What follows belongs to an exercise in optimizing a design on an open flow for small area and a short achievable clock period; a production flow would make more cautious choices.
Function was checked by simulation only, so behaviour that the tests miss may differ from the original.
Power and IR drop assume default switching activity.

==> flow/design.v <==
package trace_pkg;
    localparam int TRACE_XLEN   = 32;
    localparam int TRACE_REG_AW = 5;
    typedef enum logic [1:0] {
        IDLE    = 2'd0,
        CAPTURE = 2'd1,
        POST    = 2'd2,
        DONE    = 2'd3
    } trace_state_t;
    typedef struct packed {
        logic [TRACE_XLEN-1:0]   pc;
        logic [TRACE_REG_AW-1:0] rd;
        logic [TRACE_XLEN-1:0]   data;
    } trace_entry_t;
endpackage
module trace_ram
#(
    parameter int DEPTH = 64,
    parameter int AW    = $clog2(DEPTH)
) (
    input  logic         clk_i,
    input  logic         we_i,
    input  logic [AW-1:0] waddr_i,
    input  trace_pkg::trace_entry_t wdata_i,
    input  logic [AW-1:0] raddr_i,
    output trace_pkg::trace_entry_t rdata_o
);
    logic [trace_pkg::TRACE_XLEN+trace_pkg::TRACE_REG_AW+trace_pkg::TRACE_XLEN-1:0] mem_q [0:DEPTH-1];
    always_ff @(posedge clk_i) begin
        if (we_i) begin
            mem_q[waddr_i] <= wdata_i;
        end
    end
    assign rdata_o = mem_q[raddr_i];
endmodule
module pipeline_trace_buffer
#(
    parameter int XLEN      = trace_pkg::TRACE_XLEN,
    parameter int REG_AW    = trace_pkg::TRACE_REG_AW,
    parameter int DEPTH     = 64,
    parameter int POST_TRIG = 32
) (
    input  logic                     CLK,
    input  logic                     RST,
    input  logic                     wb_valid,
    input  logic                     wb_we,
    input  logic [XLEN-1:0]          wb_pc,
    input  logic [REG_AW-1:0]        wb_rd,
    input  logic [XLEN-1:0]          wb_data,
    input  logic                     cfg_mode,
    input  logic                     arm,
    input  logic                     stop,
    input  logic [XLEN-1:0]          trig_pc,
    input  logic                     rd_ready,
    output logic                     rd_valid,
    output logic [XLEN-1:0]          rd_pc,
    output logic [REG_AW-1:0]        rd_rd,
    output logic [XLEN-1:0]          rd_data,
    output logic [$clog2(DEPTH):0]   count,
    output logic                     overflow,
    output logic [1:0]               state
);
    localparam int PW = $clog2(DEPTH);
    localparam int CW = PW + 1;
    localparam logic [CW-1:0] FULL = CW'(DEPTH);
    trace_pkg::trace_state_t  state_q, state_d;
    logic [PW-1:0] wr_ptr_q, wr_ptr_d;
    logic [PW-1:0] rd_ptr_q, rd_ptr_d;
    logic [CW-1:0] count_q, count_d;
    logic [PW-1:0] post_cnt_q, post_cnt_d;
    logic          overflow_q, overflow_d;
    logic          qual, full, in_cap, wr_en, pop, trig_hit, post_last, fill_end;
    trace_pkg::trace_entry_t  wr_entry, rd_entry;
    assign qual   = wb_valid & wb_we & (wb_rd != '0);
    assign full   = (count_q == FULL);
    assign in_cap = (state_q == trace_pkg::CAPTURE) || (state_q == trace_pkg::POST);
    assign wr_en  = in_cap & ~arm & qual & ~(cfg_mode & full);
    assign pop    = (state_q == trace_pkg::DONE) & ~arm & (count_q != '0) & rd_ready;
    assign trig_hit = wr_en & (state_q == trace_pkg::CAPTURE) & (wb_pc == trig_pc);
    assign post_last = (state_q == trace_pkg::POST) & wr_en & (post_cnt_q == PW'(POST_TRIG - 1));
    assign fill_end  = in_cap & ~arm & cfg_mode & (full | (wr_en & (count_q == FULL - 1'b1)));
    assign wr_entry.pc   = wb_pc;
    assign wr_entry.rd   = wb_rd;
    assign wr_entry.data = wb_data;
    trace_ram #(
        .DEPTH (DEPTH),
        .AW    (PW)
    ) u_ram (
        .clk_i   (CLK),
        .we_i    (wr_en),
        .waddr_i (wr_ptr_q),
        .wdata_i (wr_entry),
        .raddr_i (rd_ptr_q),
        .rdata_o (rd_entry)
    );
    always_ff @(posedge CLK or posedge RST) begin
        if (RST) begin
            state_q    <= trace_pkg::IDLE;
            wr_ptr_q   <= '0;
            rd_ptr_q   <= '0;
            count_q    <= '0;
            post_cnt_q <= '0;
            overflow_q <= 1'b0;
        end else begin
            state_q    <= state_d;
            wr_ptr_q   <= wr_ptr_d;
            rd_ptr_q   <= rd_ptr_d;
            count_q    <= count_d;
            post_cnt_q <= post_cnt_d;
            overflow_q <= overflow_d;
        end
    end
    always_comb begin
        state_d = state_q;
        unique case (state_q)
            trace_pkg::IDLE: begin
                if (arm) state_d = trace_pkg::CAPTURE;
            end
            trace_pkg::CAPTURE, trace_pkg::POST: begin
                if (arm)                               state_d = trace_pkg::CAPTURE;
                else if (stop || fill_end || post_last) state_d = trace_pkg::DONE;
                else if (trig_hit)                     state_d = trace_pkg::POST;
            end
            trace_pkg::DONE: begin
                if (arm)                                      state_d = trace_pkg::CAPTURE;
                else if ((count_q == '0) || (pop && count_q == CW'(1))) state_d = trace_pkg::IDLE;
            end
            default: state_d = trace_pkg::IDLE;
        endcase
    end
    always_comb begin
        wr_ptr_d   = wr_ptr_q;
        rd_ptr_d   = rd_ptr_q;
        count_d    = count_q;
        post_cnt_d = post_cnt_q;
        overflow_d = overflow_q;
        if (arm) begin
            wr_ptr_d   = '0;
            rd_ptr_d   = '0;
            count_d    = '0;
            post_cnt_d = '0;
            overflow_d = 1'b0;
        end else begin
            if (wr_en) begin
                wr_ptr_d = wr_ptr_q + 1'b1;
                if (full) begin
                    rd_ptr_d   = rd_ptr_q + 1'b1;
                    overflow_d = 1'b1;
                end else begin
                    count_d = count_q + 1'b1;
                end
                if (state_q == trace_pkg::POST) post_cnt_d = post_cnt_q + 1'b1;
            end
            if (trig_hit) post_cnt_d = '0;
            if (pop) begin
                rd_ptr_d = rd_ptr_q + 1'b1;
                count_d  = count_q - 1'b1;
            end
        end
    end
    always_comb begin
        rd_valid = (state_q == trace_pkg::DONE) && (count_q != '0);
        rd_pc    = '0;
        rd_rd    = '0;
        rd_data  = '0;
        if (rd_valid) begin
            rd_pc   = rd_entry.pc;
            rd_rd   = rd_entry.rd;
            rd_data = rd_entry.data;
        end
    end
    assign count    = count_q;
    assign overflow = overflow_q;
    assign state    = state_q;
endmodule
==> flow/run.sh <==
#!/bin/bash
# synth_recipe.tcl (not shown) runs the flow's synth.tcl, then flattens the netlist and writes it again
# the make line also repeats each setting of config.mk as NAME=value (left out here)
make -C /OpenROAD-flow-scripts/flow DESIGN_CONFIG=/design/flow/config.mk WORK_HOME=/design/flow/orfs CLKGATE_MAP_FILE= SYNTH_SCRIPT=/design/flow/synth_recipe.tcl finish
==> flow/config.mk <==
export PLATFORM = sky130hd
export DESIGN_NAME = pipeline_trace_buffer
export DESIGN_NICKNAME = pipeline_trace_buffer
export VERILOG_FILES = /design/flow/design.v
export SDC_FILE = /design/flow/constraint.sdc
export NUM_CORES = 4
export LEC_CHECK = 0
export CAP_MARGIN = 20
export CORE_MARGIN = 2
export CORE_UTILIZATION = 30
export SLEW_MARGIN = 20
export SYNTH_MEMORY_MAX_BITS = 8192
==> flow/constraint.sdc <==
create_clock -name core_clock -period 6.0 [get_ports {CLK}]
set_input_delay 1.2000 -clock core_clock [delete_from_list [all_inputs] [get_ports {CLK}]]
set_output_delay 1.2000 -clock core_clock [all_outputs]
set_load 0.01 [all_outputs]
==> impl_metrics.tcl <==
set metrics [dict create \
    p_sw_uw 12800 \
    crit_required_ns 4.80 \
    relSlewSlack 0.230 \
    drive_above_1_share 0.278 \
    synth_nets 7502 \
    power.static_leakage_uw 0.0595 \
    setup_viol 0 \
    slew_viol_final 0 \
    track_usage 0.166 \
    die_x_um 759 \
    hold_path.class "reg -> reg" \
    yosysTopAreaCell "edfxtp_1" \
    worst-endpoint-arrival_ns 4.71 \
    yosys-top-cells-area "edfxtp_1 (78%), mux4_2 (15%), mux2i_1 (1.6%)" \
    io_pins 189 \
    cts_tree "built" \
    p_seq_frac 0.550 \
    finalHoldWorstSlack_ns 0.535 \
    start_kind "flop" \
    ctsRootBufferMaster "clkbuf_16" \
    fmaxAchievable_ghz 0.169 \
    grt_max_degree 96 \
    syn_avg_cell_area_um2 23.2 \
    drt_pass1_iterations 6 \
    clockBufferDepth 4 \
    peakVddDrop_mv 0.269 \
    wl_um 492000 \
    synth_cell_types 61 \
    grt_pass1_wl_um 676000 \
    switching_share 0.206 \
    path_class "reg -> out" \
    synthFlopType "edfxtp_1" \
    core_area_um2 568000 \
    rsz0062_at_grt "no" \
    drt_iter0_markers 10274 \
    clock_sinks 4444 \
    synth-async-reset-ratio 0.00630 \
    start_util 0.301 \
    drc 0 \
    grt_overflow_total 0 \
    final_core_util 0.349 \
    cts_max_level 5 \
    finalHoldViolCount 0 \
    yosys.area.top_type_share 0.776 \
    setup_ws_ns 0.0880 \
    dieHeight_um 759 \
    clk_latency_ns 0.97 \
    antenna_found_initial 43 \
    clkPwrFrac 0.418 \
    yosys_warnings 2 \
    setup_tns_ns 0 \
    status "no timing/DRC/antenna violations" \
    path_clk_slew_ns 0.06 \
    io_buffers 188 \
    nets 8085 \
    fp-row-count 277 \
    end_kind "output port" \
    hpwl_um 274000 \
    period_share 0.985 \
    die-area_um2 576000 \
    seq_area_frac_synth 0.780 \
    cts_made_buffers 416 \
    power_density_nw_per_um2 313 \
    fin_skew_ns 0.0473 \
    routed_via_density 5.24 \
    vias 83033 \
    period_needed_ns 5.91 \
    netlist_instances 7382 \
    drv_cap 0 \
    area_delta_synth_final_pct 16.2 \
    synth_area_um2 171000 \
    wl_per_cell_um 31.0 \
    dp_slack_ns 0.702 \
    fillers 51813 \
    synth_edf_count 4416 \
    pwr-share-comb 0.033 \
    gp_congestion 0.796 \
    ys_ff_latch 4444 \
    crit_fanout 33 \
    grt_pass1_vias 84223 \
    ant_nets 0 \
    p_int_uw 49400 \
    worst_pin_slew_ns 1.15 \
]
-- path summary, 6_finish.rpt --
path	end	cells after the start	slack [ns]	start
max in group asynchronous	rd_ptr_q[4]$_DFFE_PP0P_	3	4.92	RST
hold / removal	overflow_q$_DFFE_PP0P_	2	0.54	overflow_q$_DFFE_PP0P_
min in group asynchronous	count_q[0]$_DFFE_PP0P_	3	0.69	RST
hold reg to reg	overflow_q$_DFFE_PP0P_	2	0.54	overflow_q$_DFFE_PP0P_
setup / recovery	rd_data[25]	6	0.09	rd_ptr_q[3]$_DFFE_PP0P_
setup reg to reg	u_ram.mem_q[2][45]$_DFFE_PP_	12	1.65	state_q[0]$_DFFE_PP0P_
-- layout by cell type (no fill, tap or decap), drive strengths merged, types with 77 or more instances in the layout --
master,instances
mux2i,279
clkbuf,492
a22o,138
o21ai,77
clkinv,190
nor2,96
clkdlybuf4s50,91
a211oi,138
edfxtp,4416
buf,509
a21oi,78
mux4,1104
and2,105
-- Yosys cell counts (27+ instances only) --
library cell and count:
a211o_1 69, a211oi_1 138, a21oi_1 77, a22o_1 138, a22oi_1 70, a31oi_1 69, and2_1 105, buf_2 100
buf_4 61, buf_6 49, clkbuf_1 208, dfrtp_1 28, edfxtp_1 4416, mux2i_1 279, mux4_2 1104, nor2_1 96
nor2b_1 42, o211ai_1 71, o21ai_0 27, o21ai_1 50, xnor2_1 33
-- cell families after synthesis --
group	count (synthesis)	share of synthesized area
and+or+nand+nor	320	0.0101
buffers and inverters	446	0.0140
muxes	1386	0.162
DFF	4444	0.780
xor gates and xnor gates	50	0.00256
adders and majority gates	11	0.000805
AOI/OAI and AO/OA	725	0.0308
-- registers in the layout, indices dropped and copies added, names as in the netlist --
register and flops:
u_ram.mem_q 4416, count_q 7, post_cnt_q 6, rd_ptr_q 6, wr_ptr_q 6, state_q 2, overflow_q 1
-- cell type report --
class,instances,area (µm²),area share
Clock inverter,263,2380,0.0120
Sequential cell,4444,133000,0.671
Inverter,11,48.8,0.000246
Tap cell,7533,9430,0.0475
Clock buffer,492,10800,0.0545
Multi-Input combinational cell,2492,35800,0.180
Timing Repair Buffer,600,6730,0.0339
Antenna cell,25,62.6,0.000315
-- routing by layer --
layer,vias up,routed length [µm],global-route usage
met4,20,18000,0.0558
met3,726,37600,0.0250
li1,32901,-,-
met5,-,136,0
met1,45459,191000,0.216
met2,3927,245000,0.283
-- stage by stage --
| stage | instances | power, µW | area (µm²) |
|---|---|---|---|
| 3_3_place_gp | 15070 | 36800 | 185000 |
| 3_5_place_dp | 15070 | 36900 | 185000 |
| 4_1_cts | 15834 | 62600 | 198000 |
| 5_1_grt | 15836 | 63800 | 199000 |
| 2_1_floorplan | 7382 | 35800 | 171000 |
| 6_report | 15860 | 62200 | 199000 |
-- worst max-delay path: stages (launching register included) --
cell and delay (ns):
dfrtp_4 0.90, nor2b_4 0.58, buf_4 0.65, a22o_1 0.22, o21ai_0 0.12, a31oi_1 0.50
clkdlybuf4s50_1 0.65
-- timing repair --
action	CTS	global route
endpoints found under the setup margin	32	1
buffers inserted	9	0
pin swaps	0	1
gates resized for setup	0	2
hold buffers	0	0
-- power groups by stage --
stage                     sequential [µW]  clock [µW]  combinational (µW)
final                               34200       26000                2040
after global routing                34200       27400                2170
after CTS                           34200       26300                2060
after detailed placement            34900           0                2040
after global placement              34800           0                1980
after floorplan                     34800           0                 977

==> static timing again, ports no longer ideal <==
Ports are ideal in the flow. The routed layout listed here was re-timed in OpenROAD. Step 1 assumes that a clkbuf_16 drives the clock port and a buf_2 every other input. Step 2 also shifts input and output timing later by t, the mid clock arrival at the registers, as if the neighbouring blocks saw the same clock. a / b / c = ideal ports / drivers / drivers and shift; a / b = the first two.
shift t [ns]: 1.035
setup slack, ns: 0.088 / -0.010 / 0.920
worst slew at a driven data input, ns: 0.34
After both steps setup and hold are still met in this run. The setup slack of this run moves by -0.098 ns with the drivers and by +0.832 ns with both steps.
